This is an optimization exercise on Yosys and OpenROAD, whose aim is small area, a short achievable clock period and few clock cycles per item, not a production implementation. The RTL was checked by simulation tests, not by an equivalence proof against the original design. Power figures rest on the tool's default switching activity, not on a simulated workload. The clock port is modelled as an ideal driver; clocking choices that lean on that would not hold on a real chip.

==> design/flow/design.v <==
`default_nettype none
package rsdf_pkg;
    localparam int BOUND_ENTRIES  = 16;
    localparam int REMOTE_ENTRIES = 16;
    localparam int SSRC_W     = 32;
    localparam int PT_W       = 7;
    localparam int MID_W      = 64;
    localparam int MASK_W     = 64;
    localparam int IN_W       = 168;   
    localparam int OUT_W      = 8;     
    localparam int CFG_IDX_W  = 3;
    localparam int CFG_DATA_W = 64;
    localparam logic [CFG_IDX_W-1:0] CFG_MID_VALID  = 3'd0;
    localparam logic [CFG_IDX_W-1:0] CFG_MID_HI     = 3'd1;
    localparam logic [CFG_IDX_W-1:0] CFG_MID_LO     = 3'd2;
    localparam logic [CFG_IDX_W-1:0] CFG_PT_MASK_HI = 3'd3;
    localparam logic [CFG_IDX_W-1:0] CFG_PT_MASK_LO = 3'd4;
    localparam logic [1:0] REASON_NONE   = 2'd0;
    localparam logic [1:0] REASON_MID    = 2'd1;
    localparam logic [1:0] REASON_REMOTE = 2'd2;
    localparam logic [1:0] REASON_PT     = 2'd3;
endpackage
`default_nettype wire
`default_nettype none
module rtp_stream_demux_filter_core (
    input  wire logic                            i_clk,
    input  wire logic                            i_rst_n,
    input  wire logic                            s_axis_tvalid,
    output logic                                 s_axis_tready,
    input  wire logic [rsdf_pkg::IN_W-1:0]       s_axis_tdata,
    input  wire logic [0:0]                      s_axis_tuser,
    output logic                                 m_axis_tvalid,
    input  wire logic                            m_axis_tready,
    output logic [rsdf_pkg::OUT_W-1:0]           m_axis_tdata,
    input  wire logic                            i_cfg_valid,
    output logic                                 o_cfg_ready,
    input  wire logic [rsdf_pkg::CFG_IDX_W-1:0]  i_cfg_index,
    input  wire logic [rsdf_pkg::CFG_DATA_W-1:0] i_cfg_data
);
    localparam int B_N  = rsdf_pkg::BOUND_ENTRIES;
    localparam int R_N  = rsdf_pkg::REMOTE_ENTRIES;
    localparam int SW   = rsdf_pkg::SSRC_W;
    localparam int FD   = 3;                       
    logic                          r_mid_valid;
    logic [rsdf_pkg::MID_W-1:0]    r_mid_hi;
    logic [rsdf_pkg::MID_W-1:0]    r_mid_lo;
    logic [rsdf_pkg::MASK_W-1:0]   r_pt_hi;
    logic [rsdf_pkg::MASK_W-1:0]   r_pt_lo;
    logic cfg_acc, mid_wr;
    assign o_cfg_ready = 1'b1;
    assign cfg_acc     = i_cfg_valid;
    assign mid_wr      = cfg_acc && (i_cfg_index <= rsdf_pkg::CFG_MID_LO);
    logic [rsdf_pkg::CFG_DATA_W-1:0] cfg_d;
    logic [4:0]                      cfg_en;
    assign cfg_d = i_cfg_data & {rsdf_pkg::CFG_DATA_W{i_rst_n}};
    always_comb begin
        for (int i = 0; i < 5; i++) begin
            cfg_en[i] = !i_rst_n || (cfg_acc && i_cfg_index == 3'(i));
        end
    end
    always_ff @(posedge i_clk) begin
        if (cfg_en[rsdf_pkg::CFG_MID_VALID])  r_mid_valid <= cfg_d[0];
        if (cfg_en[rsdf_pkg::CFG_MID_HI])     r_mid_hi    <= cfg_d;
        if (cfg_en[rsdf_pkg::CFG_MID_LO])     r_mid_lo    <= cfg_d;
        if (cfg_en[rsdf_pkg::CFG_PT_MASK_HI]) r_pt_hi     <= cfg_d;
        if (cfg_en[rsdf_pkg::CFG_PT_MASK_LO]) r_pt_lo     <= cfg_d;
    end
    logic [B_N-1:0] r_bnd_valid;
    logic [SW-1:0]  r_bnd_ssrc [B_N];
    logic [R_N-1:0] r_rem_valid;
    logic [SW-1:0]  r_rem_ssrc [R_N];
    logic          r_tready;
    logic [1:0]    r_inflight;         
    logic          in_acc;
    logic          out_pop;
    assign s_axis_tready = r_tready;
    assign in_acc        = s_axis_tvalid && r_tready;
    logic              r_b_v;
    logic              r_b_func;
    logic [SW-1:0]     r_b_ssrc;
    logic              r_b_mp;
    logic              r_b_mm;         
    logic              r_b_ptok;
    logic [B_N-1:0]    r_b_cmpb;       
    logic              r_b_fcmpb;      
    logic              r_b_cmpr;       
    logic              r_b_eqp;        
    logic [B_N-1:0]    r_p_bwr;
    logic              r_p_addb;
    logic              r_p_rem;
    logic              r_p_rwr;
    logic [SW-1:0]     in_ssrc;
    logic [6:0]        in_pt;
    logic              in_mp;
    logic [B_N-1:0]    in_cmpb;
    logic [R_N-1:0]    in_cmpr;
    logic              in_eqb;
    logic              in_ptok;
    logic              in_mm;
    assign in_ssrc = s_axis_tdata[31:0];
    assign in_pt   = s_axis_tdata[38:32];
    assign in_mp   = s_axis_tdata[39];
    always_comb begin
        for (int k = 0; k < B_N; k++) in_cmpb[k] = r_bnd_valid[k] && (r_bnd_ssrc[k] == in_ssrc);
        for (int k = 0; k < R_N; k++) in_cmpr[k] = r_rem_valid[k] && (r_rem_ssrc[k] == in_ssrc);
    end
    assign in_eqb  = r_b_v && (in_ssrc == r_b_ssrc);
    assign in_ptok = in_pt[6] ? r_pt_hi[in_pt[5:0]] : r_pt_lo[in_pt[5:0]];
    assign in_mm   = in_mp && r_mid_valid &&
                     (s_axis_tdata[103:40] == r_mid_hi) && (s_axis_tdata[167:104] == r_mid_lo);
    always_ff @(posedge i_clk) begin
        r_b_func <= s_axis_tuser[0];
        r_b_ssrc <= in_ssrc;
        r_b_mp   <= in_mp;
        r_b_mm   <= in_mm;
        r_b_ptok <= in_ptok;
        r_b_cmpb  <= in_cmpb;
        r_b_fcmpb <= |in_cmpb;
        r_b_cmpr  <= |in_cmpr;
        r_b_eqp   <= in_eqb;
    end
    logic [B_N-1:0] hitb;              
    logic           hitr;              
    logic [B_N-1:0] bwr;
    logic           b_filt, fb, rem, addb, addb_ok, ovfb, other, anyb_after, inb_after;
    logic           bfull, rfull, addr, addr_ok;
    logic [B_N-1:0] bfree;
    logic [R_N-1:0] rfree;
    logic           res_pass, res_ovf;
    logic [1:0]     res_reason;
    always_comb begin
        bfree = ~r_bnd_valid & (r_bnd_valid + 1'b1);
        rfree = ~r_rem_valid & (r_rem_valid + 1'b1);
        bfull = &r_bnd_valid;
        rfull = &r_rem_valid;
        hitb       = (r_b_cmpb & ~{B_N{r_b_eqp && r_p_rem}}) | (r_p_bwr & {B_N{r_b_eqp}});
        fb         = (r_b_fcmpb && !(r_b_eqp && r_p_rem)) || (r_b_eqp && r_p_addb);
        hitr       = r_b_cmpr || (r_b_eqp && r_p_rwr);
        b_filt     = r_b_v && !r_b_func;
        rem        = b_filt && fb && r_b_mp && !r_b_mm;
        addb       = b_filt && r_b_mm && !fb;
        addb_ok    = addb && !bfull;
        ovfb       = addb && bfull;
        other      = |(r_bnd_valid & ~hitb);
        inb_after  = (fb && !rem) || addb_ok;
        anyb_after = other || inb_after;
        res_pass   = 1'b0;
        res_reason = rsdf_pkg::REASON_NONE;
        addr       = 1'b0;
        if (r_b_func) begin
            addr = !hitr;
        end else if (anyb_after) begin
            res_pass   = inb_after;
            res_reason = inb_after ? rsdf_pkg::REASON_MID : rsdf_pkg::REASON_NONE;
        end else if (hitr) begin
            res_pass   = 1'b1;
            res_reason = rsdf_pkg::REASON_REMOTE;
        end else if (r_b_ptok) begin
            res_pass   = 1'b1;
            res_reason = rsdf_pkg::REASON_PT;
            addr       = 1'b1;
        end
        addr    = addr && r_b_v;
        addr_ok = addr && !rfull;
        res_ovf = ovfb || (addr && rfull);
        bwr = bfree & {B_N{addb_ok}};
    end
    always_ff @(posedge i_clk) begin
        r_p_bwr  <= bwr;
        r_p_addb <= addb_ok;
        r_p_rem  <= rem;
        r_p_rwr  <= addr_ok;
    end
    always_ff @(posedge i_clk) begin
        if (!i_rst_n) begin
            r_bnd_valid <= '0;
            r_rem_valid <= '0;
        end else begin
            if (mid_wr) begin
                r_bnd_valid <= '0;
            end else if (rem) begin
                r_bnd_valid <= r_bnd_valid & ~hitb;
            end else if (addb_ok) begin
                r_bnd_valid <= r_bnd_valid | bwr;
            end
            if (addr_ok) begin
                r_rem_valid <= r_rem_valid | rfree;
            end
        end
    end
    always_ff @(posedge i_clk) begin
        for (int k = 0; k < B_N; k++) begin
            if (bfree[k]) r_bnd_ssrc[k] <= r_b_ssrc;
        end
        for (int k = 0; k < R_N; k++) begin
            if (rfree[k]) r_rem_ssrc[k] <= r_b_ssrc;
        end
    end
    logic [3:0]   r_q [FD];
    logic [1:0]   r_cnt;
    logic         r_out_v;
    logic [3:0]   res;
    logic [1:0]   wpos;
    assign res     = {res_ovf, res_reason, res_pass};
    assign out_pop = r_out_v && m_axis_tready;
    assign wpos    = r_cnt - {1'b0, out_pop};
    assign m_axis_tvalid = r_out_v;
    assign m_axis_tdata  = {4'b0000, r_q[0]};
    always_ff @(posedge i_clk) begin
        for (int i = 0; i < FD; i++) begin
            if (r_b_v && wpos == 2'(i)) begin
                r_q[i] <= res;
            end else if (out_pop) begin
                if (i < FD - 1) r_q[i] <= r_q[i + 1];
            end
        end
    end
    logic [1:0] cnt_n, infl_n;
    assign cnt_n  = wpos + {1'b0, r_b_v};
    assign infl_n = r_inflight + {1'b0, in_acc} - {1'b0, out_pop};
    always_ff @(posedge i_clk) begin
        if (!i_rst_n) begin
            r_b_v      <= 1'b0;
            r_cnt      <= '0;
            r_out_v    <= 1'b0;
            r_inflight <= '0;
            r_tready   <= 1'b1;
        end else begin
            r_b_v      <= in_acc;
            r_cnt      <= cnt_n;
            r_out_v    <= (cnt_n != 2'd0);
            r_inflight <= infl_n;
            r_tready   <= (infl_n < 2'(FD));
        end
    end
endmodule
`default_nettype wire
==> design/flow/flow/run.sh <==
#!/bin/bash
# Standard ORFS layout (the standard.sh) with two changes:
#  - port buffers are buf_2 cells instead of the default delay buffer
#  - CTS without dummy loads, clkbuf_16 clock buffers, sink clusters of up to 25 within 90 um
set -euo pipefail
export BUFFER_PORTS_ARGS="-buffer_cell sky130_fd_sc_hd__buf_2"
export CTS_ARGS="-sink_clustering_enable -repair_clock_nets -dont_use_dummy_load -buf_list sky130_fd_sc_hd__clkbuf_16 -sink_clustering_size 25 -sink_clustering_max_diameter 90"
bash standard.sh finish > flow_make.log 2>&1
==> design/flow/standard.sh <==
#!/bin/bash
# synth_recipe.tcl (not shown) runs the flow's synth.tcl, then flattens the netlist and writes it again
# the make line also repeats each setting of config.mk as NAME=value (left out here)
make -C /OpenROAD-flow-scripts/flow DESIGN_CONFIG=/design/flow/config.mk WORK_HOME=/design/flow/orfs CLKGATE_MAP_FILE= SYNTH_SCRIPT=/design/flow/synth_recipe.tcl "${@:-finish}"
==> design/flow/config.mk <==
export PLATFORM = sky130hd
export DESIGN_NAME = rtp_stream_demux_filter_core
export DESIGN_NICKNAME = rtp_stream_demux_filter_core
export VERILOG_FILES = /design/flow/design.v
export SDC_FILE = /design/flow/constraint.sdc
export NUM_CORES = 4
export LEC_CHECK = 0
export CAP_MARGIN = 0
export CORE_MARGIN = 2
export CORE_UTILIZATION = 60
export SETUP_SLACK_MARGIN = 2.6
export SLEW_MARGIN = 0
==> design/flow/constraint.sdc <==
create_clock -name core_clock -period 5.0 [get_ports {i_clk}]
set_input_delay 1.0000 -clock core_clock [delete_from_list [all_inputs] [get_ports {i_clk}]]
set_output_delay 1.0000 -clock core_clock [all_outputs]
set_load 0.01 [all_outputs]
==> results of run 1 <==
[worst max-delay path, delay by kind of cell]
family | cells | cell delay [ns]
xor+xnor | 1 | 0.12
simple gates | 5 | 1.10
buf+inv | 3 | 0.89
[state kept, by name, summed over array words and instances (netlist names), 2 cells and up]
register and cells:
r_bnd_valid 16, r_inflight 2, r_cnt 2, r_pt_lo 64
r_rem_ssrc 512, r_rem_valid 16, r_q 12, r_b_cmpb 16
r_p_bwr 16, r_mid_lo 64, r_mid_hi 64, r_b_ssrc 32
r_bnd_ssrc 512, r_pt_hi 64
[layout make-up]
| class | count | area share |
|---|---|---|
| antenna | 2 | 0.0000772 |
| tap | 1276 | 0.0246 |
| sequential | 1406 | 0.635 |
| inverter | 81 | 0.00475 |
| multi-input combinational | 2064 | 0.261 |
| clock buffer | 66 | 0.0255 |
| timing repair buffer | 418 | 0.0489 |
[repair_timing]
action / in CTS / in global routing
cloned: 8 / 4
pin swaps: 15 / 12
buffers inserted: 23 / 16
endpoints found under the hold margin: 0 / 0
resized for setup: 120 / 77
endpoints found under the setup margin: 502 / 246
[per-stage QoR]
step / total power, mW / hold slack [ns] / util
3_5_place_dp: 15.5 / 0.460 / 0.639
4_1_cts: 21.2 / 0.407 / 0.665
2_1_floorplan: 14.6 / 0.474 / -
6_report: 21.2 / 0.431 / 0.671
5_1_grt: 21.7 / 0.411 / 0.671
3_3_place_gp: 15.5 / 0.465 / 0.639
[placed cells by master (no fill, tap or decap), drive strengths merged, types with 5 or more instances in the layout]
cell	count
clkbuf	73
nor4	250
and2	68
and4	7
mux4	30
a21oi	11
o31ai	6
a22oi	7
a21boi	8
o22ai	29
buf	411
mux2	6
nand2b	9
nand4	75
o211a	7
a221oi	15
a21bo	16
o2bb2ai	12
nor3	80
and3	11
a32oi	8
dfxtp	113
xor2	992
mux2i	14
inv	79
nand3	78
conb	5
edfxtp	1293
xnor2	130
nand2	67
o221a	7
o21ai	20
nor2	56
[worst max path at each step]
stage	from	endpoint	cells past startpoint	slack [ns]
after global routing	s_axis_tdata[7]	r_b_cmpr	9	2.48
final	s_axis_tdata[1]	r_b_cmpr	9	2.47
after CTS	s_axis_tdata[1]	r_b_cmpr	9	2.41
after floorplan	i_cfg_valid	r_mid_hi[0]	2	1.84
after detailed placement	s_axis_tdata[23]	r_b_cmpr	8	1.04
after global placement	s_axis_tdata[27]	r_b_cmpr	9	1.12
[layer usage]
| layer | wire [um] | share of wire | up-vias | global-route usage |
|---|---|---|---|---|
| li1 | - | - | 14187 | - |
| met1 | 70500 | 0.38 | 17743 | 0.525 |
| met2 | 87000 | 0.47 | 2404 | 0.579 |
| met3 | 20700 | 0.11 | 360 | 0.0626 |
| met4 | 7130 | 0.038 | 2 | 0.124 |
| met5 | 13 | 0.000070 | - | 0 |
[logic make-up after synthesis]
group	count (synthesis)	synth area share
flops	1406	0.704
other cells	2	0.000129
compound gates	170	0.0225
buf+inv	251	0.0196
simple gates	705	0.0683
mux	50	0.0156
fa+ha+maj	4	0.000858
xor+xnor	1122	0.168
[power breakdown]
part	switching (mW)	internal, mW
clock network	3.50	2.38
logic	1.34	0.648
registers	0.191	13.2
==> results.sh, run 1 <==
export IMPL_status="complete, no violations"
export IMPL_power_leakage_nw=22.4
export IMPL_synth_cell_type_count=63
export IMPL_synth_area_leaders="edfxtp_1 (67%), xor2_1 (15%), dfxtp_1 (3.9%), nor4_1 (2.7%), xnor2_1 (2.0%)"
export IMPL_max_cap_viol_count=0
export IMPL_finish_instance_area_mm2=0.0648
export IMPL_drt_initial_drc_count=5253
export IMPL_hp_class="primary input to flip-flop"
export IMPL_netlist_instances=3710
export IMPL_core_mm2=0.0966
export IMPL_r2r_end="r_q[0][3]"
export IMPL_cts_hold_buf=0
export IMPL_path_cells="buf_4, buf_6, buf_4, xor2_1, nor4_2, nand3_1, nor3_4, nor4_1, nand4_1"
export IMPL_end_kind="flip-flop"
export IMPL_regToRegSetupSlack_ns=2.61
export IMPL_worst_slack_ns=2.47
export IMPL_clock_path_buffers=3
export IMPL_relSlewSlack=0.0771
export IMPL_critPathSlowestCell="nor3_4"
export IMPL_seqCellArea_mm2=0.0412
export IMPL_route_detailed_drc=0
export IMPL_r2r_worst_path_cells=5
export IMPL_fmax_mhz=394
export IMPL_nets=4282
export IMPL_die_area_mm2=0.0997
export IMPL_gp_congestion=0.940
export IMPL_max_stage_delay_ns=0.33
export IMPL_fin_crit_ns=2.53
export IMPL_synth_flop_cell="edfxtp_1"
export IMPL_core_rowCount=114
export IMPL_routedWlPerCell_um=34.9
export IMPL_cts_tree="yes"
export IMPL_track_usage=0.367
export IMPL_viasPerCell=6.53
export IMPL_syn_area_mm2=0.0583
export IMPL_min_path_cells=1
export IMPL_yosys_warnings=4
export IMPL_multiInputGateArea_mm2=0.0169
export IMPL_min_to="r_b_func"
export IMPL_syn_avg_cell_area_um2=15.7
export IMPL_grt_max_degree=65
export IMPL_synth_area_leader_cell="edfxtp_1"
export IMPL_hpwl_mm=112
export IMPL_async_reset_ff_frac=0
export IMPL_r2r_start="r_b_v"
export IMPL_numPortBuffers=246
export IMPL_rsz0062_at_grt="yes"
export IMPL_synth_edf_count=1293
export IMPL_crit_path_max_fanout=11
export IMPL_ys_seq_elements=1406
export IMPL_grt_pass1_vias=33060
export IMPL_synth_most_common_cell="edfxtp_1"
export IMPL_post_dp_cell_area_mm2=0.0617
export IMPL_drive_gt1_frac=0.175
export IMPL_dp_slack_ns=1.04
export IMPL_numCtsBuffers=66
export IMPL_min_from="s_axis_tuser[0]"
export IMPL_cts_max_level=3
export IMPL_timing_final_crit_share=0.507
export IMPL_ant_nets=0
export IMPL_overflow=0
export IMPL_peakVddDrop_mv=0.391
export IMPL_drt_wl_total_mm=185
export IMPL_path_class="primary input to flip-flop"
export IMPL_power_density_mw_per_mm2=328
export IMPL_start_kind="primary input"
export IMPL_die_w_um=316
export IMPL_maxSlewViolCount=0
export IMPL_finalSetupViolCount=0
export IMPL_grt_pass1_wl_mm=252
export IMPL_worstSkewPairLatency_ns=0.68
export IMPL_hold_viol=0
export IMPL_worstPathArrival_ns=3.14
export IMPL_io_pins=252
export IMPL_areaGrowthSynthToFinish_pct=11.1
export IMPL_tns_ns=0
export IMPL_ys_seq_area_frac=0.704
export IMPL_fillers=6636
export IMPL_cts_root_buf="clkbuf_16"
export IMPL_fp_dieH_um=316
export IMPL_fin_skew_ns=0.0458
export IMPL_synth_top_cell_area_share=0.666
export IMPL_first_pass_iters=5
export IMPL_worstMarginPinSlew_ns=1.38
export IMPL_path_clk_slew_ns=0.10
export IMPL_synthTopCellsByCount="edfxtp_1 (1293), xor2_1 (992), nor4_1 (248), xnor2_1 (130), dfxtp_1 (113)"
export IMPL_crit_required_ns=5.61
export IMPL_dp_cells=5194
export IMPL_start_util=0.604
export IMPL_final_cells=5313
export IMPL_path_common_cell="buf_4"
export IMPL_antenna_found_initial=14
export IMPL_vias=34696
export IMPL_cts_sinks=1406
Testbench counts, summed over its fixed seeds: cycles 4,816, items 4,800.
==> inputs of run 2 (changes only) <==
--- a/design/flow/design.v
+++ b/design/flow/design.v
@@ -85,9 +85,17 @@
     logic              r_b_fcmpb;      
     logic              r_b_cmpr;       
-    logic              r_b_eqp;        
-    logic [B_N-1:0]    r_p_bwr;
-    logic              r_p_addb;
-    logic              r_p_rem;
-    logic              r_p_rwr;
+    logic [B_N-1:0]    r_p_bwr;        
+    logic              r_b_kill;       
+    logic              r_b_fwdb;       
+    logic              r_b_fwdr;       
+    logic [B_N-1:0] hitb;              
+    logic           hitr;              
+    logic [B_N-1:0] bwr;
+    logic           b_filt, fb, rem, addb, addb_ok, ovfb, other, anyb_after, inb_after;
+    logic           bfull, rfull, addr, addr_ok;
+    logic [B_N-1:0] bfree;
+    logic [R_N-1:0] rfree;
+    logic           res_pass, res_ovf;
+    logic [1:0]     res_reason;
     logic [SW-1:0]     in_ssrc;
     logic [6:0]        in_pt;
@@ -118,15 +126,8 @@
         r_b_fcmpb <= |in_cmpb;
         r_b_cmpr  <= |in_cmpr;
-        r_b_eqp   <= in_eqb;
-    end
-    logic [B_N-1:0] hitb;              
-    logic           hitr;              
-    logic [B_N-1:0] bwr;
-    logic           b_filt, fb, rem, addb, addb_ok, ovfb, other, anyb_after, inb_after;
-    logic           bfull, rfull, addr, addr_ok;
-    logic [B_N-1:0] bfree;
-    logic [R_N-1:0] rfree;
-    logic           res_pass, res_ovf;
-    logic [1:0]     res_reason;
+        r_b_kill  <= in_eqb && rem;
+        r_b_fwdb  <= in_eqb && addb_ok;
+        r_b_fwdr  <= in_eqb && addr_ok;
+    end
     always_comb begin
         bfree = ~r_bnd_valid & (r_bnd_valid + 1'b1);
@@ -134,7 +135,7 @@
         bfull = &r_bnd_valid;
         rfull = &r_rem_valid;
-        hitb       = (r_b_cmpb & ~{B_N{r_b_eqp && r_p_rem}}) | (r_p_bwr & {B_N{r_b_eqp}});
-        fb         = (r_b_fcmpb && !(r_b_eqp && r_p_rem)) || (r_b_eqp && r_p_addb);
-        hitr       = r_b_cmpr || (r_b_eqp && r_p_rwr);
+        hitb       = (r_b_cmpb & ~{B_N{r_b_kill}}) | (r_p_bwr & {B_N{r_b_fwdb}});
+        fb         = (r_b_fcmpb && !r_b_kill) || r_b_fwdb;
+        hitr       = r_b_cmpr || r_b_fwdr;
         b_filt     = r_b_v && !r_b_func;
         rem        = b_filt && fb && r_b_mp && !r_b_mm;
@@ -168,7 +169,4 @@
     always_ff @(posedge i_clk) begin
         r_p_bwr  <= bwr;
-        r_p_addb <= addb_ok;
-        r_p_rem  <= rem;
-        r_p_rwr  <= addr_ok;
     end
     always_ff @(posedge i_clk) begin
==> results.sh, run 2 <==
export IMPL_dp_cells=5223
export IMPL_synthTopCellsByCount="edfxtp_1 (1293), xor2_1 (993), nor4_1 (241), xnor2_1 (135), dfxtp_1 (112)"
export IMPL_drive_gt1_frac=0.160
export IMPL_synth_edf_count=1293
export IMPL_start_kind="primary input"
export IMPL_r2r_worst_path_cells=7
export IMPL_fp_dieH_um=316
export IMPL_path_cells="buf_4, buf_6, xor2_1, nor4_1, nand4_1, nor3_1, nor4_2, nand4_1"
export IMPL_ys_seq_elements=1405
export IMPL_met3_usage=0.0630
export IMPL_synth_area_leader_cell="edfxtp_1"
export IMPL_gp_congestion=0.955
export IMPL_numPortBuffers=246
export IMPL_power_density_mw_per_mm2=329
export IMPL_syn_avg_cell_area_um2=15.7
export IMPL_grt_busiest_layer="met2"
export IMPL_worst_slack_ns=2.49
export IMPL_power_leakage_nw=22.1
export IMPL_worstPathArrival_ns=3.14
export IMPL_hp_class="primary input to flip-flop"
export IMPL_crit_path_max_fanout=11
export IMPL_maxSlewViolCount=0
export IMPL_grt_pass1_wl_mm=253
export IMPL_tns_ns=0
export IMPL_numCtsBuffers=67
export IMPL_grt_max_degree=65
export IMPL_met1_usage=0.528
export IMPL_rsz0062_at_grt="yes"
export IMPL_yosys_warnings=4
export IMPL_fillers=6755
export IMPL_max_stage_delay_ns=0.44
export IMPL_relSlewSlack=0.348
export IMPL_dp_slack_ns=1.20
export IMPL_final_util=0.668
export IMPL_core_rowCount=114
export IMPL_finish_instance_area_mm2=0.0645
export IMPL_drt_wl_total_mm=185
export IMPL_overflow=0
export IMPL_async_reset_ff_frac=0
export IMPL_p_total_mw=21.2
export IMPL_final_cell_mix="edfxtp_1 (1293), xor2_1 (993), nor4_1 (225)"
export IMPL_grtUsageMet2=0.585
export IMPL_ant_nets=0
export IMPL_finalSetupViolCount=0
export IMPL_timing_final_crit_share=0.502
export IMPL_status="complete, no violations"
export IMPL_fin_crit_ns=2.51
export IMPL_cts_max_level=3
export IMPL_grt_pass1_vias=32970
export IMPL_synth_flop_cell="edfxtp_1"
export IMPL_ys_seq_area_frac=0.703
export IMPL_io_pins=252
export IMPL_netlist_instances=3723
export IMPL_fin_skew_ns=0.0600
export IMPL_drt_initial_drc_count=5439
export IMPL_path_class="primary input to flip-flop"
export IMPL_hold_ws_ns=0.433
export IMPL_critPathSlowestCell="nor4_1"
export IMPL_route_detailed_drc=0
export IMPL_end_kind="flip-flop"
export IMPL_synth_cell_type_count=70
export IMPL_worstMarginPinSlew_ns=0.979
export IMPL_hpwl_mm=111
export IMPL_crit_required_ns=5.63
export IMPL_clock_path_buffers=3
export IMPL_syn_area_mm2=0.0584
export IMPL_path_clk_slew_ns=0.10
export IMPL_peakVddDrop_mv=0.360
export IMPL_die_w_um=316
export IMPL_nets=4278
export IMPL_path_common_cell="nand4_1"
export IMPL_routedWlPerCell_um=34.9
export IMPL_synth_top_cell_area_share=0.664
export IMPL_cts_tree="yes"
export IMPL_viasPerCell=6.51
export IMPL_hold_viol=0
export IMPL_antenna_found_initial=12
export IMPL_core_mm2=0.0966
export IMPL_r2r_start="r_rem_valid[8]"
export IMPL_die_area_mm2=0.0999
export IMPL_start_util=0.605
export IMPL_track_usage=0.369
export IMPL_min_from="s_axis_tuser[0]"
export IMPL_largestRegisters="r_bnd_ssrc: 512 flops, r_rem_ssrc: 512 flops"
export IMPL_first_pass_iters=5
export IMPL_max_cap_viol_count=0
export IMPL_min_path_cells=1
export IMPL_vias=34588
export IMPL_post_dp_cell_area_mm2=0.0620
export IMPL_mostFrequentLayoutCell="edfxtp_1"
export IMPL_cts_sinks=1405
export IMPL_synth_most_common_cell="edfxtp_1"
export IMPL_synth_area_leaders="edfxtp_1 (66%), xor2_1 (15%), dfxtp_1 (3.8%), nor4_1 (2.6%), xnor2_1 (2.0%)"
export IMPL_cts_root_buf="clkbuf_16"
export IMPL_final_cells=5310
export IMPL_fmax_mhz=399
export IMPL_areaGrowthSynthToFinish_pct=10.3
export IMPL_worstSkewPairLatency_ns=0.69
export IMPL_startpoint="s_axis_tdata[18]"
## run 2: changes by cell type in the layout (fill, tap and decap cells not counted), sizes merged, moves of 6 or more
| cell | previous run | this run |
|---|---|---|
| nand3 | 78 | 84 |
| buf | 411 | 404 |
| nand2b | 9 | 31 |
| a211oi | 4 | 12 |
| o22ai | 29 | 19 |
| nor4 | 250 | 242 |
| o31ai | 6 | 18 |
| o221a | 7 | 1 |
| a21bo | 16 | 0 |
| inv | 79 | 72 |
| a21oi | 11 | 23 |
| o211a | 7 | 0 |
## run 2: critical path, delay by kind of cell
kind	cells	cell delay (ns)
AND/OR/NAND/NOR	5	1.27
buffers and inverters	2	0.70
XOR/XNOR	1	0.13
## run 2: worst paths after layout
path,endpoint,slack [ns]
worst max-delay path,r_b_cmpr,2.49
worst min-delay path,r_b_func,0.43
worst max register to register,r_rem_valid[0],2.64
worst min register to register,r_b_v,0.48
## run 2: cell type report
| class | count | area, um^2 | share of cell area |
|---|---|---|---|
| diodes | 3 | 7.51 | 0.000116 |
| flip-flops and latches | 1405 | 41100 | 0.638 |
| well taps | 1276 | 1600 | 0.0248 |
| clock buffers | 67 | 1680 | 0.0260 |
| repair buffers | 406 | 3000 | 0.0465 |
| inverters | 72 | 270 | 0.00419 |
| multi-input cells | 2081 | 16800 | 0.260 |
## run 2: what timing repair did
item                                    CTS  global route
endpoints found under the setup margin  211           219
pin swaps                                 7             6
hold buffers                              0             0
buffers inserted                          7             6
gates resized for setup                  89            50
gates cloned                              3             1
hold endpoints to repair                  0             0
## run 2: logic make-up (layout without fill, tap and decap cells)
group,after synthesis,after routing,synth area share
and+or+nand+nor,731,734,0.0716
xor gates and xnor gates,1128,1128,0.169
AOI/OAI and AO/OA,164,164,0.0212
buffers and inverters,243,545,0.0192
DFF,1405,1405,0.703
adders and majority gates,4,4,0.000856
muxes,46,46,0.0152
other,2,8,0.000129
## run 2: metal layers
metal,up-vias,part of all wire,wire [um]
li1,14184,-,-
met2,2348,0.47,86500
met5,-,0.00015,28
met1,17708,0.38,70500
met3,344,0.11,21200
met4,4,0.038,6980
## run 2: power breakdown
group          switching [mW]  total (mW)  internal (mW)
Clock                    3.48        5.90           2.41
Combinational            1.38        2.03          0.648
Sequential              0.140        13.3           13.2
Total                    5.00        21.2           16.2
Testbench counts of run 2, summed over its fixed seeds: cycles 4,816, items 4,800.
==> inputs of run 3 (changes only) <==
--- a/design/flow/config.mk
+++ b/design/flow/config.mk
@@ -9,4 +9,4 @@
 export CORE_MARGIN = 2
 export CORE_UTILIZATION = 60
-export SETUP_SLACK_MARGIN = 2.6
+export SETUP_SLACK_MARGIN = 2.4
 export SLEW_MARGIN = 0
==> results.sh, run 3 <==
export IMPL_status="complete, no violations"
export IMPL_crit_required_ns=5.61
export IMPL_first_pass_iters=5
export IMPL_route_detailed_drc=0
export IMPL_power_frac_seq=0.628
export IMPL_mostFrequentLayoutCell="edfxtp_1"
export IMPL_fp_dieH_um=316
export IMPL_core_rowCount=114
export IMPL_comb_power_share=0.096
export IMPL_max_cap_viol_count=0
export IMPL_synth_flop_cell="edfxtp_1"
export IMPL_numPortBuffers=246
export IMPL_hp_class="primary input to flip-flop"
export IMPL_cts_max_level=3
export IMPL_drive_gt1_frac=0.152
export IMPL_post_dp_cell_area_mm2=0.0621
export IMPL_synth_edf_count=1293
export IMPL_track_usage=0.375
export IMPL_gp_congestion=0.914
export IMPL_grt_pass1_wl_mm=255
export IMPL_start_kind="primary input"
export IMPL_fmax_mhz=378
export IMPL_power_leakage_nw=21.9
export IMPL_synth_most_common_cell="edfxtp_1"
export IMPL_vias=34526
export IMPL_io_pins=252
export IMPL_relSlewSlack=0.336
export IMPL_p_int_mw=16.2
export IMPL_routedWlPerCell_um=35.3
export IMPL_pwr_share_clk=0.275
export IMPL_tns_ns=0
export IMPL_yosys_warnings=4
export IMPL_regToRegSetupSlack_ns=2.48
export IMPL_path_cells="buf_4, buf_4, xor2_1, nor4_2, nand4_1, nor3_1, nor4_1, nand4_1"
export IMPL_r2r_worst_path_cells=6
export IMPL_fillers=6779
export IMPL_worst_path_stages=8
export IMPL_r2r_start="r_rem_valid[1]"
export IMPL_synth_cell_type_count=70
export IMPL_synth_top_cell_area_share=0.664
export IMPL_nets=4265
export IMPL_critPathSlowestCell="nor3_1"
export IMPL_worstMarginPinSlew_ns=0.995
export IMPL_max_stage_delay_ns=0.52
export IMPL_final_util=0.664
export IMPL_path_class="primary input to flip-flop"
export IMPL_grt_pass1_vias=33205
export IMPL_ys_seq_area_frac=0.703
export IMPL_start_util=0.605
export IMPL_areaGrowthSynthToFinish_pct=9.74
export IMPL_fin_crit_ns=2.65
export IMPL_worstPathArrival_ns=3.26
export IMPL_ys_seq_elements=1405
export IMPL_overflow=0
export IMPL_final_cells=5299
export IMPL_syn_avg_cell_area_um2=15.7
export IMPL_synth_area_leaders="edfxtp_1 (66%), xor2_1 (15%), dfxtp_1 (3.8%), nor4_1 (2.6%), xnor2_1 (2.0%)"
export IMPL_end_kind="flip-flop"
export IMPL_hpwl_mm=115
export IMPL_netlist_instances=3723
export IMPL_dp_slack_ns=1.06
export IMPL_crit_buf_inv=2
export IMPL_final_cell_mix="edfxtp_1 (1293), xor2_1 (993), nor4_1 (224)"
export IMPL_multiInputGateArea_mm2=0.0167
export IMPL_numCtsBuffers=66
export IMPL_min_from="s_axis_tuser[0]"
export IMPL_path_delay_family="simple AND/OR/NAND/NOR gates"
export IMPL_peakVddDrop_mv=0.311
export IMPL_hold_viol=0
export IMPL_cts_tree="yes"
export IMPL_endpoint="r_b_fcmpb"
export IMPL_syn_area_mm2=0.0584
export IMPL_largestRegisters="r_bnd_ssrc: 512 flops, r_rem_ssrc: 512 flops"
export IMPL_worst_slack_ns=2.35
export IMPL_path_clk_slew_ns=0.09
export IMPL_drt_initial_drc_count=5057
export IMPL_crit_path_max_fanout=9
export IMPL_drt_wl_total_mm=187
export IMPL_power_density_mw_per_mm2=331
export IMPL_worstSkewPairLatency_ns=0.68
export IMPL_ant_nets=0
export IMPL_clock_path_buffers=3
export IMPL_rsz0062_at_grt="no"
export IMPL_finish_instance_area_mm2=0.0641
export IMPL_finalSetupViolCount=0
export IMPL_cts_sinks=1405
export IMPL_dp_cells=5225
export IMPL_r2r_end="r_rem_valid[6]"
export IMPL_fin_skew_ns=0.0555
export IMPL_cts_root_buf="clkbuf_16"
export IMPL_die_area_mm2=0.0999
export IMPL_seqCellArea_mm2=0.0411
export IMPL_cts_hold_buf=0
export IMPL_antenna_found_initial=10
export IMPL_maxSlewViolCount=0
export IMPL_synth_area_leader_cell="edfxtp_1"
export IMPL_core_mm2=0.0966
export IMPL_die_w_um=316
export IMPL_p_sw_frac=0.236
export IMPL_viasPerCell=6.52
export IMPL_startpoint="s_axis_tdata[18]"
export IMPL_async_reset_ff_frac=0
export IMPL_synthTopCellsByCount="edfxtp_1 (1293), xor2_1 (993), nor4_1 (241), xnor2_1 (135), dfxtp_1 (112)"
export IMPL_grt_max_degree=65
export IMPL_timing_final_crit_share=0.529
export IMPL_p_sw_mw=5.02
## run 3: logic make-up (layout without fill, tap and decap cells)
kind of cell / count (synthesis) / in the layout / share of synthesized area
AOI/OAI and AO/OA: 164 / 164 / 0.0212
xor gates and xnor gates: 1128 / 1128 / 0.169
adders and majority gates: 4 / 4 / 0.000856
buffers and inverters: 243 / 535 / 0.0192
DFF: 1405 / 1405 / 0.703
muxes: 46 / 46 / 0.0152
other: 2 / 10 / 0.000129
and+or+nand+nor: 731 / 731 / 0.0716
## run 3: how the worst min path moves through the flow
stage | depth (start not counted) | end | slack (ns)
6_report | 1 | r_b_func | 0.49
5_1_grt | 1 | r_b_func | 0.46
4_1_cts | 1 | r_b_func | 0.46
3_5_place_dp | 2 | r_b_v | 0.50
3_3_place_gp | 2 | r_b_v | 0.48
2_1_floorplan | 1 | r_b_kill | 0.45
## run 3: what timing repair did
action | 4_1_cts | 5_1_grt
setup endpoints to repair | 181 | 148
pin swaps | 2 | 1
cloned | 1 | 0
gates resized for setup | 51 | 32
buffers inserted | 1 | 1
## run 3: final cells by class
| type | count | area share |
|---|---|---|
| tap | 1276 | 0.0249 |
| antenna | 5 | 0.000195 |
| timing repair buffer | 397 | 0.0437 |
| clock buffer | 66 | 0.0258 |
| inverter | 72 | 0.00421 |
| multi-input combinational | 2078 | 0.260 |
| sequential | 1405 | 0.641 |
## run 3: power by group through the flow
stage               Sequential (mW)  Combinational [mW]  Clock, mW
floorplan                      13.6               0.996          0
global placement               13.6                1.94          0
detailed placement             13.6                1.97          0
CTS                            13.3                2.00       5.88
global route                   13.4                2.11       6.23
finish                         13.3                2.04       5.84
## run 3: worst register-to-register path, delay by kind of cell (launching register included)
kind / cells / cell delay, ns
simple gates: 3 / 1.04
compound gates: 3 / 0.77
flops: 1 / 0.58
## run 3: per-stage QoR
step,hold slack [ns],power (mW)
2_1_floorplan,0.455,14.6
3_3_place_gp,0.476,15.5
3_5_place_dp,0.498,15.6
4_1_cts,0.457,21.2
5_1_grt,0.462,21.7
6_report,0.493,21.2
## run 3: metal layers
layer / share of wire / GRT usage / routed length, um / vias up
met4: 0.041 / 0.139 / 7640 / 0
li1: - / - / - / 14165
met3: 0.11 / 0.0723 / 21100 / 375
met5: 0 / 0 / 0 / -
met2: 0.47 / 0.597 / 88100 / 2338
met1: 0.38 / 0.520 / 70300 / 17648
==> inputs of run 4 (changes only) <==
--- a/design/flow/config.mk
+++ b/design/flow/config.mk
@@ -9,4 +9,4 @@
 export CORE_MARGIN = 2
 export CORE_UTILIZATION = 60
-export SETUP_SLACK_MARGIN = 2.4
+export SETUP_SLACK_MARGIN = 2.7
 export SLEW_MARGIN = 0
==> results.sh, run 4 <==
export IMPL_viasPerCell=6.50
export IMPL_yosys_warnings=4
export IMPL_multiInputGateArea_mm2=0.0171
export IMPL_synthTopCellsByCount="edfxtp_1 (1293), xor2_1 (993), nor4_1 (241), xnor2_1 (135), dfxtp_1 (112)"
export IMPL_r2r_start="r_b_ssrc[31]"
export IMPL_async_reset_ff_frac=0
export IMPL_netlist_instances=3723
export IMPL_synth_cell_type_count=70
export IMPL_start_util=0.605
export IMPL_grt_pass1_vias=33730
export IMPL_numPortBuffers=246
export IMPL_worstSkewPairLatency_ns=0.66
export IMPL_hold_ws_ns=0.445
export IMPL_path_cells="buf_8, buf_12, xor2_1, nor4_1, nand4_1, nor3_2, nor4_1, nand4_1"
export IMPL_critPathSlowestCell="nor4_1"
export IMPL_crit_buf_inv=2
export IMPL_tns_ns=0
export IMPL_route_detailed_drc=0
export IMPL_first_pass_iters=6
export IMPL_die_area_mm2=0.0999
export IMPL_routedWlPerCell_um=35.2
export IMPL_min_path_cells=1
export IMPL_synth_most_common_cell="edfxtp_1"
export IMPL_p_sw_mw=5.08
export IMPL_path_delay_family="simple AND/OR/NAND/NOR gates"
export IMPL_syn_avg_cell_area_um2=15.7
export IMPL_max_stage_delay_ns=0.41
export IMPL_r2r_worst_path_cells=7
export IMPL_synth_flop_cell="edfxtp_1"
export IMPL_die_w_um=316
export IMPL_core_rowCount=114
export IMPL_clock_path_buffers=3
export IMPL_largestRegisters="r_bnd_ssrc: 512 flops, r_rem_ssrc: 512 flops"
export IMPL_crit_required_ns=5.61
export IMPL_status="complete, no violations"
export IMPL_path_class="primary input to flip-flop"
export IMPL_syn_area_mm2=0.0584
export IMPL_worst_slack_ns=2.56
export IMPL_worstPathArrival_ns=3.06
export IMPL_ys_seq_area_frac=0.703
export IMPL_synth_edf_count=1293
export IMPL_path_clk_slew_ns=0.10
export IMPL_overflow=0
export IMPL_vias=34788
export IMPL_dp_slack_ns=0.910
export IMPL_power_leakage_nw=22.4
export IMPL_relSlewSlack=0.330
export IMPL_p_total_mw=21.4
export IMPL_comb_power_share=0.098
export IMPL_seqCellArea_mm2=0.0412
export IMPL_peakVddDrop_mv=0.317
export IMPL_cts_hold_buf=0
export IMPL_min_from="s_axis_tuser[0]"
export IMPL_drt_initial_drc_count=5404
export IMPL_fin_skew_ns=0.0722
export IMPL_cts_max_level=3
export IMPL_cts_root_buf="clkbuf_16"
export IMPL_grt_max_degree=65
export IMPL_finalSetupViolCount=0
export IMPL_worst_path_stages=8
export IMPL_io_pins=252
export IMPL_ant_nets=0
export IMPL_track_usage=0.377
export IMPL_maxSlewViolCount=0
export IMPL_hpwl_mm=115
export IMPL_pwr_share_clk=0.278
export IMPL_nets=4315
export IMPL_fmax_mhz=409
export IMPL_end_kind="flip-flop"
export IMPL_cts_tree="yes"
export IMPL_crit_path_max_fanout=21
export IMPL_synth_area_leaders="edfxtp_1 (66%), xor2_1 (15%), dfxtp_1 (3.8%), nor4_1 (2.6%), xnor2_1 (2.0%)"
export IMPL_timing_final_crit_share=0.489
export IMPL_areaGrowthSynthToFinish_pct=11.7
export IMPL_core_mm2=0.0966
export IMPL_antenna_found_initial=12
export IMPL_final_cell_mix="edfxtp_1 (1293), xor2_1 (993), buf_2 (213)"
export IMPL_hold_viol=0
export IMPL_max_cap_viol_count=0
export IMPL_synth_top_cell_area_share=0.664
export IMPL_drt_wl_total_mm=188
export IMPL_p_int_mw=16.3
export IMPL_worstMarginPinSlew_ns=1.01
export IMPL_synth_area_leader_cell="edfxtp_1"
export IMPL_fp_dieH_um=316
export IMPL_drive_gt1_frac=0.181
export IMPL_power_frac_seq=0.624
export IMPL_fillers=6718
export IMPL_gp_congestion=0.966
export IMPL_p_sw_frac=0.238
export IMPL_start_kind="primary input"
export IMPL_cts_sinks=1405
export IMPL_numCtsBuffers=67
export IMPL_hp_class="primary input to flip-flop"
export IMPL_rsz0062_at_grt="yes"
export IMPL_ys_seq_elements=1405
export IMPL_mostFrequentLayoutCell="edfxtp_1"
export IMPL_startpoint="s_axis_tdata[7]"
export IMPL_power_density_mw_per_mm2=327
export IMPL_fin_crit_ns=2.44
export IMPL_grt_pass1_wl_mm=258
-- run 4: cell counts after synthesis --
Identical to the previous run, type by type.
-- run 4: path summary, 6_finish.rpt --
check / slack (ns) / to
worst max register to register: 2.75 / r_b_kill
worst min-delay path: 0.44 / r_b_func
worst min register to register: 0.46 / r_p_bwr[12]
worst max-delay path: 2.56 / r_b_fcmpb
-- run 4: layer usage --
layer	GRT usage	up-vias	wire [um]
li1	-	14282	-
met1	0.525	17913	71000
met2	0.599	2222	88400
met3	0.0709	367	21600
met4	0.138	4	7220
met5	0	-	29
-- run 4: cell type report --
type | count | share of cell area
flip-flops and latches | 1405 | 0.631
inverters | 72 | 0.00414
diodes | 4 | 0.000153
repair buffers | 442 | 0.0535
well taps | 1276 | 0.0245
multi-input cells | 2082 | 0.261
clock buffers | 67 | 0.0257
-- run 4: power by group through the flow --
stage               clock network (mW)  registers, mW  logic, mW
floorplan                            0           13.6       1.01
finish                            5.94           13.3       2.09
detailed placement                   0           13.6       1.93
CTS                               5.96           13.3       2.00
global placement                     0           13.6       1.92
global route                      6.34           13.4       2.16
-- run 4: kinds of logic after synthesis --
kind of cell | Yosys count | share of synthesized area
AND/OR/NAND/NOR | 731 | 0.0716
flip-flops | 1405 | 0.703
buffers and inverters | 243 | 0.0192
other | 2 | 0.000129
adder cells (fa/ha/maj) | 4 | 0.000856
AO/OA/AOI/OAI | 164 | 0.0212
multiplexers | 46 | 0.0152
XOR/XNOR | 1128 | 0.169
-- run 4: through the flow --
step | utilization | instance area [um^2] | cells
after global placement | 0.643 | 62100 | 5230
after global routing | 0.676 | 65200 | 5346
after detailed placement | 0.643 | 62100 | 5230
after CTS | 0.670 | 64700 | 5320
after floorplan | - | 58900 | 3726
final | 0.676 | 65300 | 5348
-- run 4: timing repair --
item                       CTS  global route
pin swaps                   12            11
gates cloned                 4             1
setup endpoints to repair  402           104
setup buffers               19            23
resized for setup          171            68
-- run 4: worst register-to-register path: stages (launching register included) --
cell and delay [ns]:
dfxtp_2 0.33, buf_6 0.39, xnor2_1 0.28, nand4_1 0.14
nor4_2 0.24, nand4_1 0.12, or4_4 0.51, nor4_2 0.16
==> inputs of run 5 (changes only) <==
==> design/flow/flow/run.sh (replaced) <==
#!/bin/bash
# Standard ORFS layout (the standard.sh) with two changes:
#  - port buffers are buf_2 cells instead of the default delay buffer
#  - CTS without dummy loads, clkbuf_16 clock buffers, sink clusters of up to 30 within 90 um
set -euo pipefail
export BUFFER_PORTS_ARGS="-buffer_cell sky130_fd_sc_hd__buf_2"
export CTS_ARGS="-sink_clustering_enable -repair_clock_nets -dont_use_dummy_load -buf_list sky130_fd_sc_hd__clkbuf_16 -sink_clustering_size 30 -sink_clustering_max_diameter 90"
bash standard.sh finish > flow_make.log 2>&1
--- a/design/flow/config.mk
+++ b/design/flow/config.mk
@@ -9,4 +9,4 @@
 export CORE_MARGIN = 2
 export CORE_UTILIZATION = 60
-export SETUP_SLACK_MARGIN = 2.7
+export SETUP_SLACK_MARGIN = 2.6
 export SLEW_MARGIN = 0
==> results.sh, run 5 <==
export IMPL_regToRegSetupSlack_ns=2.66
export IMPL_power_density_mw_per_mm2=323
export IMPL_yosys_warnings=4
export IMPL_ys_seq_elements=1405
export IMPL_p_total_mw=20.7
export IMPL_io_pins=252
export IMPL_core_rowCount=114
export IMPL_grt_pass1_vias=32849
export IMPL_dp_cells=5223
export IMPL_numCtsBuffers=54
export IMPL_peakVddDrop_mv=0.424
export IMPL_synth_top_cell_area_share=0.664
export IMPL_fin_crit_ns=2.54
export IMPL_status="complete, no violations"
export IMPL_numPortBuffers=246
export IMPL_gp_congestion=0.955
export IMPL_crit_path_max_fanout=13
export IMPL_ys_seq_area_frac=0.703
export IMPL_min_to="r_b_func"
export IMPL_route_detailed_drc=0
export IMPL_largestRegisters="r_bnd_ssrc: 512 flops, r_rem_ssrc: 512 flops"
export IMPL_crit_required_ns=5.67
export IMPL_antenna_found_initial=11
export IMPL_track_usage=0.367
export IMPL_synthTopCellsByCount="edfxtp_1 (1293), xor2_1 (993), nor4_1 (241), xnor2_1 (135), dfxtp_1 (112)"
export IMPL_path_clk_slew_ns=0.11
export IMPL_min_from="s_axis_tuser[0]"
export IMPL_worstPathArrival_ns=3.21
export IMPL_critPathSlowestCell="nor4_1"
export IMPL_cts_max_level=2
export IMPL_synth_area_leader_cell="edfxtp_1"
export IMPL_cts_hold_buf=0
export IMPL_fmax_mhz=394
export IMPL_hp_class="primary input to flip-flop"
export IMPL_worstMarginPinSlew_ns=0.969
export IMPL_hold_viol=0
export IMPL_timing_final_crit_share=0.508
export IMPL_die_area_mm2=0.0999
export IMPL_power_leakage_nw=21.9
export IMPL_multiInputGateArea_mm2=0.0168
export IMPL_synth_edf_count=1293
export IMPL_tns_ns=0
export IMPL_fillers=6793
export IMPL_r2r_start="r_bnd_valid[2]"
export IMPL_maxSlewViolCount=0
export IMPL_worstSkewPairLatency_ns=0.73
export IMPL_grt_max_degree=65
export IMPL_overflow=0
export IMPL_core_mm2=0.0966
export IMPL_hpwl_mm=111
export IMPL_drive_gt1_frac=0.156
export IMPL_fp_dieH_um=316
export IMPL_routedWlPerCell_um=34.8
export IMPL_seqCellArea_mm2=0.0411
export IMPL_drt_initial_drc_count=4950
export IMPL_async_reset_ff_frac=0
export IMPL_netlist_instances=3723
export IMPL_die_w_um=316
export IMPL_max_stage_delay_ns=0.55
export IMPL_max_cap_viol_count=0
export IMPL_cts_tree="yes"
export IMPL_first_pass_iters=5
export IMPL_vias=34302
export IMPL_min_path_cells=1
export IMPL_finalSetupViolCount=0
export IMPL_drt_wl_total_mm=184
export IMPL_r2r_end="r_bnd_ssrc[12][26]"
export IMPL_r2r_worst_path_cells=4
export IMPL_clock_path_buffers=3
export IMPL_synth_area_leaders="edfxtp_1 (66%), xor2_1 (15%), dfxtp_1 (3.8%), nor4_1 (2.6%), xnor2_1 (2.0%)"
export IMPL_final_cell_mix="edfxtp_1 (1293), xor2_1 (993), nor4_1 (227)"
export IMPL_path_cells="buf_2, buf_4, xor2_1, nor4_1, nand4_1, nor3_1, nor4_1, nand4_1"
export IMPL_nets=4263
export IMPL_end_kind="flip-flop"
export IMPL_syn_area_mm2=0.0584
export IMPL_path_delay_family="simple AND/OR/NAND/NOR gates"
export IMPL_synth_cell_type_count=70
export IMPL_cts_root_buf="clkbuf_16"
export IMPL_areaGrowthSynthToFinish_pct=9.59
export IMPL_final_util=0.663
export IMPL_mostFrequentLayoutCell="edfxtp_1"
export IMPL_synth_most_common_cell="edfxtp_1"
export IMPL_start_kind="primary input"
export IMPL_final_cells=5301
export IMPL_cts_sinks=1405
export IMPL_grt_pass1_wl_mm=252
export IMPL_viasPerCell=6.47
export IMPL_start_util=0.605
export IMPL_rsz0062_at_grt="yes"
export IMPL_fin_skew_ns=0.0478
export IMPL_ant_nets=0
export IMPL_crit_buf_inv=2
export IMPL_syn_avg_cell_area_um2=15.7
export IMPL_relSlewSlack=0.354
export IMPL_synth_flop_cell="edfxtp_1"
export IMPL_path_class="primary input to flip-flop"
run 5: cell counts after synthesis:
No cell type changed its count.
run 5: layout make-up:
type | count | area share
diodes | 9 | 0.000352
clock buffers | 54 | 0.0211
inverters | 72 | 0.00422
multi-input cells | 2081 | 0.262
flip-flops and latches | 1405 | 0.642
well taps | 1276 | 0.0249
repair buffers | 404 | 0.0455
run 5: cells by family after synthesis:
logic type,Yosys count,share of synthesized area
flops,1405,0.703
xor+xnor,1128,0.169
simple gates,731,0.0716
buf+inv,243,0.0192
compound gates,164,0.0212
mux,46,0.0152
fa+ha+maj,4,0.000856
other cells,2,0.000129
run 5: timing repair:
| action | in CTS | in global routing |
|---|---|---|
| gates cloned | 3 | 1 |
| setup endpoints to repair | 208 | 163 |
| buffers inserted | 6 | 5 |
| pin swaps | 7 | 2 |
| gates resized for setup | 80 | 45 |
run 5: report_power, final:
part           switching [mW]  internal (mW)  total [mW]
combinational            1.38          0.647        2.03
sequential              0.141           13.2        13.3
clock                    3.40           1.94        5.35
total                    4.93           15.8        20.7
run 5: worst max path at each step:
stage | from | endpoint | slack, ns | cells past startpoint
final | s_axis_tdata[15] | r_b_cmpr | 2.46 | 8
after global routing | s_axis_tdata[18] | r_b_cmpr | 2.50 | 8
after CTS | s_axis_tdata[18] | r_b_cmpr | 2.49 | 8
after detailed placement | s_axis_tdata[24] | r_b_cmpr | 1.20 | 8
after global placement | s_axis_tdata[14] | r_b_fcmpb | 1.28 | 8
after floorplan | i_cfg_valid | r_mid_hi[0] | 1.84 | 2
run 5: metrics by stage:
step | setup WS (ns) | area (um^2) | hold slack [ns]
CTS | 2.49 | 63800 | 0.375
finish | 2.46 | 64000 | 0.406
global route | 2.50 | 64000 | 0.397
detailed placement | 1.20 | 62000 | 0.495
global placement | 1.28 | 62000 | 0.493
floorplan | 1.84 | 58800 | 0.455
run 5: per-layer routing:
| metal | vias to the layer above | wire (um) | track usage |
|---|---|---|---|
| met5 | - | 41 | 0 |
| met4 | 6 | 5780 | 0.115 |
| met3 | 311 | 21400 | 0.0674 |
| met2 | 2239 | 86800 | 0.583 |
| met1 | 17584 | 70300 | 0.522 |
| li1 | 14162 | - | - |
==> inputs of run 6 (changes only) <==
--- a/design/flow/design.v
+++ b/design/flow/design.v
@@ -83,6 +83,6 @@
     logic              r_b_ptok;
     logic [B_N-1:0]    r_b_cmpb;       
-    logic              r_b_fcmpb;      
-    logic              r_b_cmpr;       
+    logic [1:0]        r_b_fcmpb;      
+    logic [1:0]        r_b_cmpr;       
     logic [B_N-1:0]    r_p_bwr;        
     logic              r_b_kill;       
@@ -94,4 +94,6 @@
     logic           b_filt, fb, rem, addb, addb_ok, ovfb, other, anyb_after, inb_after;
     logic           bfull, rfull, addr, addr_ok;
+    logic           r_bfull, r_rfull;   
+    logic           b_last, r_last;     
     logic [B_N-1:0] bfree;
     logic [R_N-1:0] rfree;
@@ -124,6 +126,6 @@
         r_b_ptok <= in_ptok;
         r_b_cmpb  <= in_cmpb;
-        r_b_fcmpb <= |in_cmpb;
-        r_b_cmpr  <= |in_cmpr;
+        r_b_fcmpb <= {|in_cmpb[B_N-1:B_N/2], |in_cmpb[B_N/2-1:0]};
+        r_b_cmpr  <= {|in_cmpr[R_N-1:R_N/2], |in_cmpr[R_N/2-1:0]};
         r_b_kill  <= in_eqb && rem;
         r_b_fwdb  <= in_eqb && addb_ok;
@@ -133,9 +135,9 @@
         bfree = ~r_bnd_valid & (r_bnd_valid + 1'b1);
         rfree = ~r_rem_valid & (r_rem_valid + 1'b1);
-        bfull = &r_bnd_valid;
-        rfull = &r_rem_valid;
+        bfull = r_bfull;
+        rfull = r_rfull;
         hitb       = (r_b_cmpb & ~{B_N{r_b_kill}}) | (r_p_bwr & {B_N{r_b_fwdb}});
-        fb         = (r_b_fcmpb && !r_b_kill) || r_b_fwdb;
-        hitr       = r_b_cmpr || r_b_fwdr;
+        fb         = ((|r_b_fcmpb) && !r_b_kill) || r_b_fwdb;
+        hitr       = (|r_b_cmpr) || r_b_fwdr;
         b_filt     = r_b_v && !r_b_func;
         rem        = b_filt && fb && r_b_mp && !r_b_mm;
@@ -167,4 +169,23 @@
         bwr = bfree & {B_N{addb_ok}};
     end
+    always_comb begin
+        b_last = &(r_bnd_valid | bfree);
+        r_last = &(r_rem_valid | rfree);
+    end
+    always_ff @(posedge i_clk) begin
+        if (!i_rst_n) begin
+            r_bfull <= 1'b0;
+            r_rfull <= 1'b0;
+        end else begin
+            if (mid_wr || rem) begin
+                r_bfull <= 1'b0;
+            end else if (addb_ok) begin
+                r_bfull <= b_last;
+            end
+            if (addr_ok) begin
+                r_rfull <= r_last;
+            end
+        end
+    end
     always_ff @(posedge i_clk) begin
         r_p_bwr  <= bwr;
==> design/flow/flow/run.sh (replaced) <==
#!/bin/bash
# Standard ORFS layout (the standard.sh) with two changes:
#  - port buffers are buf_2 cells instead of the default delay buffer
#  - CTS without dummy loads, clkbuf_16 clock buffers, sink clusters of up to 25 within 90 um
set -euo pipefail
export BUFFER_PORTS_ARGS="-buffer_cell sky130_fd_sc_hd__buf_2"
export CTS_ARGS="-sink_clustering_enable -repair_clock_nets -dont_use_dummy_load -buf_list sky130_fd_sc_hd__clkbuf_16 -sink_clustering_size 25 -sink_clustering_max_diameter 90"
bash standard.sh finish > flow_make.log 2>&1
==> results.sh, run 6 <==
export IMPL_max_stage_delay_ns=0.62
export IMPL_die_w_um=317
export IMPL_critPathSlowestCell="nor4_4"
export IMPL_crit_required_ns=5.62
export IMPL_areaGrowthSynthToFinish_pct=11.5
export IMPL_yosys_warnings=4
export IMPL_routedWlPerCell_um=35.9
export IMPL_viasPerCell=6.53
export IMPL_numCtsBuffers=66
export IMPL_hp_class="primary input to flip-flop"
export IMPL_p_int_mw=16.3
export IMPL_p_total_mw=21.4
export IMPL_hpwl_mm=120
export IMPL_final_cell_mix="edfxtp_1 (1293), xor2_1 (759), xnor2_1 (373)"
export IMPL_grt_pass1_vias=33852
export IMPL_fin_skew_ns=0.0660
export IMPL_core_rowCount=114
export IMPL_path_cells="buf_6, buf_4, xor2_1, nor4_4, nand3_4, nor3_4, buf_6, nor4_1, nand2_1"
export IMPL_rsz0062_at_grt="yes"
export IMPL_drt_wl_total_mm=194
export IMPL_synth_edf_count=1293
export IMPL_clock_path_buffers=3
export IMPL_synth_most_common_cell="edfxtp_1"
export IMPL_track_usage=0.383
export IMPL_synth_top_cell_area_share=0.661
export IMPL_finalSetupViolCount=0
export IMPL_start_kind="primary input"
export IMPL_grt_max_degree=65
export IMPL_vias=35265
export IMPL_ys_seq_area_frac=0.701
export IMPL_largestRegisters="r_bnd_ssrc: 512 flops, r_rem_ssrc: 512 flops"
export IMPL_dp_slack_ns=0.554
export IMPL_async_reset_ff_frac=0
export IMPL_crit_path_max_fanout=15
export IMPL_tns_ns=0
export IMPL_cts_max_level=3
export IMPL_overflow=0
export IMPL_power_density_mw_per_mm2=327
export IMPL_power_frac_seq=0.625
export IMPL_worst_slack_ns=2.43
export IMPL_max_cap_viol_count=0
export IMPL_worstMarginPinSlew_ns=1.06
export IMPL_p_sw_frac=0.238
export IMPL_cts_tree="yes"
export IMPL_gp_congestion=0.956
export IMPL_synth_area_leaders="edfxtp_1 (66%), xor2_1 (11%), xnor2_1 (5.6%), dfxtp_1 (4.0%), nor4_1 (2.1%)"
export IMPL_drt_initial_drc_count=5225
export IMPL_status="complete, no violations"
export IMPL_path_clk_slew_ns=0.10
export IMPL_ys_seq_elements=1409
export IMPL_fin_crit_ns=2.57
export IMPL_cts_sinks=1409
export IMPL_path_common_cell="buf_6"
export IMPL_p_sw_mw=5.09
export IMPL_core_mm2=0.0969
export IMPL_fp_dieH_um=317
export IMPL_dp_cells=5267
export IMPL_drive_gt1_frac=0.182
export IMPL_syn_avg_cell_area_um2=15.6
export IMPL_antenna_found_initial=12
export IMPL_ant_nets=0
export IMPL_worstPathArrival_ns=3.19
export IMPL_route_detailed_drc=0
export IMPL_nets=4363
export IMPL_grt_pass1_wl_mm=262
export IMPL_synth_flop_cell="edfxtp_1"
export IMPL_fmax_mhz=389
export IMPL_synth_cell_type_count=65
export IMPL_die_area_mm2=0.100
export IMPL_mostFrequentLayoutCell="edfxtp_1"
export IMPL_timing_final_crit_share=0.514
export IMPL_path_class="primary input to flip-flop"
export IMPL_pwr_share_clk=0.276
export IMPL_worstSkewPairLatency_ns=0.69
export IMPL_peakVddDrop_mv=0.341
export IMPL_comb_power_share=0.099
export IMPL_synth_area_leader_cell="edfxtp_1"
export IMPL_synthTopCellsByCount="edfxtp_1 (1293), xor2_1 (759), xnor2_1 (375), nor4_1 (195), nand4_1 (133)"
export IMPL_netlist_instances=3756
export IMPL_io_pins=252
export IMPL_end_kind="flip-flop"
export IMPL_final_cells=5398
export IMPL_first_pass_iters=5
export IMPL_cts_hold_buf=0
export IMPL_cts_root_buf="clkbuf_16"
export IMPL_start_util=0.606
export IMPL_hold_viol=0
export IMPL_maxSlewViolCount=0
export IMPL_power_leakage_nw=21.9
export IMPL_relSlewSlack=0.292
export IMPL_numPortBuffers=246
export IMPL_syn_area_mm2=0.0587
==> run 6: changes by cell type after synthesis, sizes merged, moves of 11 or more <==
cell / previous run / this run
nor4: 242 / 197
xor2: 993 / 759
nor3: 83 / 65
clkbuf: 47 / 32
nand2: 62 / 74
xnor2: 135 / 375
o31ai: 18 / 7
nand4: 73 / 133
buf: 124 / 150
==> run 6: what timing repair did <==
| action | in CTS | in global routing |
|---|---|---|
| gates cloned | 7 | 1 |
| setup endpoints to repair | 548 | 276 |
| resized for setup | 102 | 63 |
| endpoints found under the hold margin | 0 | 0 |
| pin swaps | 24 | 16 |
| setup buffers | 32 | 19 |
==> run 6: final cells by class <==
| class | instances | area [um^2] |
|---|---|---|
| flip-flops and latches | 1409 | 41200 |
| fillers | 6661 | 31400 |
| multi-input cells | 2108 | 17100 |
| repair buffers | 467 | 3570 |
| clock buffers | 66 | 1650 |
| well taps | 1276 | 1600 |
| inverters | 66 | 248 |
| diodes | 6 | 15.0 |
==> run 6: kinds of logic after synthesis <==
| logic type | share of synthesized area |
|---|---|
| buf+inv | 0.0204 |
| simple gates | 0.0705 |
| fa+ha+maj | 0.00153 |
| compound gates | 0.0222 |
| flops | 0.701 |
| mux | 0.0151 |
| other cells | 0.000128 |
| xor+xnor | 0.169 |
==> run 6: worst max-delay path, delay by kind of cell <==
family	cells	cell delay (ns)
buf+inv	3	0.73
simple gates	5	1.32
xor+xnor	1	0.10
==> run 6: metrics by stage <==
step	hold slack (ns)	area (um^2)	utilization
global route	0.442	65400	0.676
detailed placement	0.488	62500	0.645
floorplan	0.451	59100	-
global placement	0.490	62500	0.645
finish	0.469	65400	0.676
CTS	0.436	64900	0.671
==> run 6: power groups by stage <==
stage | clock network, mW | logic, mW | registers [mW]
after floorplan | 0 | 1.05 | 13.6
after global placement | 0 | 1.99 | 13.6
after detailed placement | 0 | 2.01 | 13.6
after CTS | 5.94 | 2.06 | 13.4
after global routing | 6.27 | 2.19 | 13.4
final | 5.91 | 2.12 | 13.4
==> run 6: final timing paths <==
path,start,end,slack [ns],depth (start not counted)
setup / recovery,s_axis_tdata[29],r_b_fcmpb[0],2.43,9
hold / removal,s_axis_tuser[0],r_b_func,0.47,1
setup reg to reg,r_mid_hi[63],r_b_mm,2.50,6
hold reg to reg,r_rfull,r_rfull,0.50,2
==> run 6: metal layers <==
| layer | track usage | wire [um] | up-vias |
|---|---|---|---|
| met5 | 0 | 12 | - |
| met1 | 0.517 | 70100 | 18049 |
| li1 | - | - | 14409 |
| met4 | 0.158 | 9200 | 2 |
| met3 | 0.0753 | 21700 | 440 |
| met2 | 0.614 | 92500 | 2365 |
Testbench counts of run 6, summed over its fixed seeds: cycles 4,816, items 4,800.
==> inputs of run 7 (changes only) <==
--- a/design/flow/config.mk
+++ b/design/flow/config.mk
@@ -9,4 +9,4 @@
 export CORE_MARGIN = 2
 export CORE_UTILIZATION = 60
-export SETUP_SLACK_MARGIN = 2.6
+export SETUP_SLACK_MARGIN = 2.7
 export SLEW_MARGIN = 0
==> results.sh, run 7 <==
export IMPL_status="complete, no violations"
export IMPL_maxSlewViolCount=0
export IMPL_vias=34964
export IMPL_synth_top_cell_area_share=0.661
export IMPL_hpwl_mm=116
export IMPL_antenna_found_initial=10
export IMPL_clock_path_buffers=3
export IMPL_crit_buf_inv=1
export IMPL_p_sw_mw=5.04
export IMPL_gp_congestion=0.943
export IMPL_start_util=0.606
export IMPL_grt_pass1_vias=33672
export IMPL_drt_wl_total_mm=189
export IMPL_yosys_warnings=4
export IMPL_syn_avg_cell_area_um2=15.6
export IMPL_route_detailed_drc=0
export IMPL_pwr_share_clk=0.275
export IMPL_mostFrequentLayoutCell="edfxtp_1"
export IMPL_drive_gt1_frac=0.190
export IMPL_fin_crit_ns=2.38
export IMPL_final_cell_mix="edfxtp_1 (1293), xor2_1 (759), xnor2_1 (369)"
export IMPL_r2r_start="r_mid_lo[56]"
export IMPL_synth_edf_count=1293
export IMPL_core_mm2=0.0969
export IMPL_relSlewSlack=0.243
export IMPL_crit_required_ns=5.52
export IMPL_dp_slack_ns=0.941
export IMPL_timing_final_crit_share=0.476
export IMPL_tns_ns=0
export IMPL_areaGrowthSynthToFinish_pct=11.8
export IMPL_largestRegisters="r_bnd_ssrc: 512 flops, r_rem_ssrc: 512 flops"
export IMPL_routedWlPerCell_um=35.0
export IMPL_hp_class="primary input to flip-flop"
export IMPL_track_usage=0.372
export IMPL_path_clk_slew_ns=0.10
export IMPL_hold_ws_ns=0.447
export IMPL_post_dp_cell_area_mm2=0.0623
export IMPL_cts_sinks=1409
export IMPL_worstMarginPinSlew_ns=1.13
export IMPL_path_cells="buf_6, xnor2_2, nand4_1, nor4_4, nand4_1, or4_4, nor4_4"
export IMPL_comb_power_share=0.099
export IMPL_peakVddDrop_mv=0.404
export IMPL_ys_seq_elements=1409
export IMPL_viasPerCell=6.49
export IMPL_path_class="primary input to flip-flop"
export IMPL_numCtsBuffers=66
export IMPL_ys_seq_area_frac=0.701
export IMPL_fin_skew_ns=0.0516
export IMPL_synthTopCellsByCount="edfxtp_1 (1293), xor2_1 (759), xnor2_1 (375), nor4_1 (195), nand4_1 (133)"
export IMPL_synth_area_leaders="edfxtp_1 (66%), xor2_1 (11%), xnor2_1 (5.6%), dfxtp_1 (4.0%), nor4_1 (2.1%)"
export IMPL_die_area_mm2=0.100
export IMPL_numPortBuffers=246
export IMPL_fp_dieH_um=317
export IMPL_synth_most_common_cell="edfxtp_1"
export IMPL_worst_slack_ns=2.62
export IMPL_finish_instance_area_mm2=0.0656
export IMPL_min_from="s_axis_tuser[0]"
export IMPL_power_density_mw_per_mm2=325
export IMPL_rsz0062_at_grt="yes"
export IMPL_max_stage_delay_ns=0.45
export IMPL_power_frac_seq=0.626
export IMPL_max_cap_viol_count=0
export IMPL_async_reset_ff_frac=0
export IMPL_ant_nets=0
export IMPL_syn_area_mm2=0.0587
export IMPL_end_kind="flip-flop"
export IMPL_drt_initial_drc_count=5037
export IMPL_netlist_instances=3756
export IMPL_synth_flop_cell="edfxtp_1"
export IMPL_first_pass_iters=8
export IMPL_synth_area_leader_cell="edfxtp_1"
==> run 7: stage by stage <==
stage / utilization / std cells
6_report: 0.678 / 5386
5_1_grt: 0.678 / 5382
4_1_cts: 0.672 / 5363
3_5_place_dp: 0.644 / 5255
3_3_place_gp: 0.644 / 5255
2_1_floorplan: - / 3759
==> run 7: cell type report <==
cell class	instances	area, um^2
Multi-Input combinational cell	2108	17400
Inverter	66	251
Clock buffer	66	1650
Sequential cell	1409	41300
Tap cell	1276	1600
Antenna cell	5	12.5
Fill cell	6736	31200
Timing Repair Buffer	456	3500
==> run 7: routing by layer <==
| metal | vias up | global-route usage | part of all wire |
|---|---|---|---|
| li1 | 14375 | - | - |
| met1 | 18044 | 0.504 | 0.37 |
| met2 | 2125 | 0.615 | 0.49 |
| met3 | 418 | 0.0524 | 0.095 |
| met4 | 2 | 0.149 | 0.046 |
| met5 | - | 0 | 0.000069 |
==> run 7: logic make-up (layout without fill, tap and decap cells) <==
logic type | Yosys count | in the layout | synth area share
AOI/OAI and AO/OA | 177 | 177 | 0.0222
xor gates and xnor gates | 1134 | 1134 | 0.169
adders and majority gates | 8 | 8 | 0.00153
buffers and inverters | 248 | 588 | 0.0204
DFF | 1409 | 1409 | 0.701
muxes | 50 | 50 | 0.0151
other | 2 | 10 | 0.000128
and+or+nand+nor | 728 | 734 | 0.0705
==> run 7: timing repair <==
action                                  in CTS  in global routing
endpoints found under the setup margin     648                406
endpoints found under the hold margin        0                  0
cloned                                       6                  0
pin swaps                                   34                 28
resized for setup                          165                103
buffers inserted                            36                 18
hold buffers                                 0                  0
==> run 7: power groups by stage <==
stage                     Sequential (mW)  Clock (mW)  Combinational (mW)
final                                13.4        5.87                2.12
after global routing                 13.4        6.24                2.19
after CTS                            13.4        5.88                2.06
after detailed placement             13.6           0                1.99
after global placement               13.6           0                1.96
after floorplan                      13.6           0                1.04
==> run 7: final timing paths <==
kind / to / slack, ns / cells after the start
worst max-delay path: r_b_mm / 2.62 / 7
worst min-delay path: r_b_func / 0.45 / 1
worst min register to register: r_rfull / 0.49 / 2
worst max register to register: r_b_mm / 2.63 / 6

Re-timed with assumed drivers on the ports (clkbuf_16 on the clock, buf_2 on other inputs), run 7 has 2.633 ns of setup slack against 2.618 ns with ideal ports, and 1.933 ns once port delays also move by the mid clock arrival of 0.722 ns.
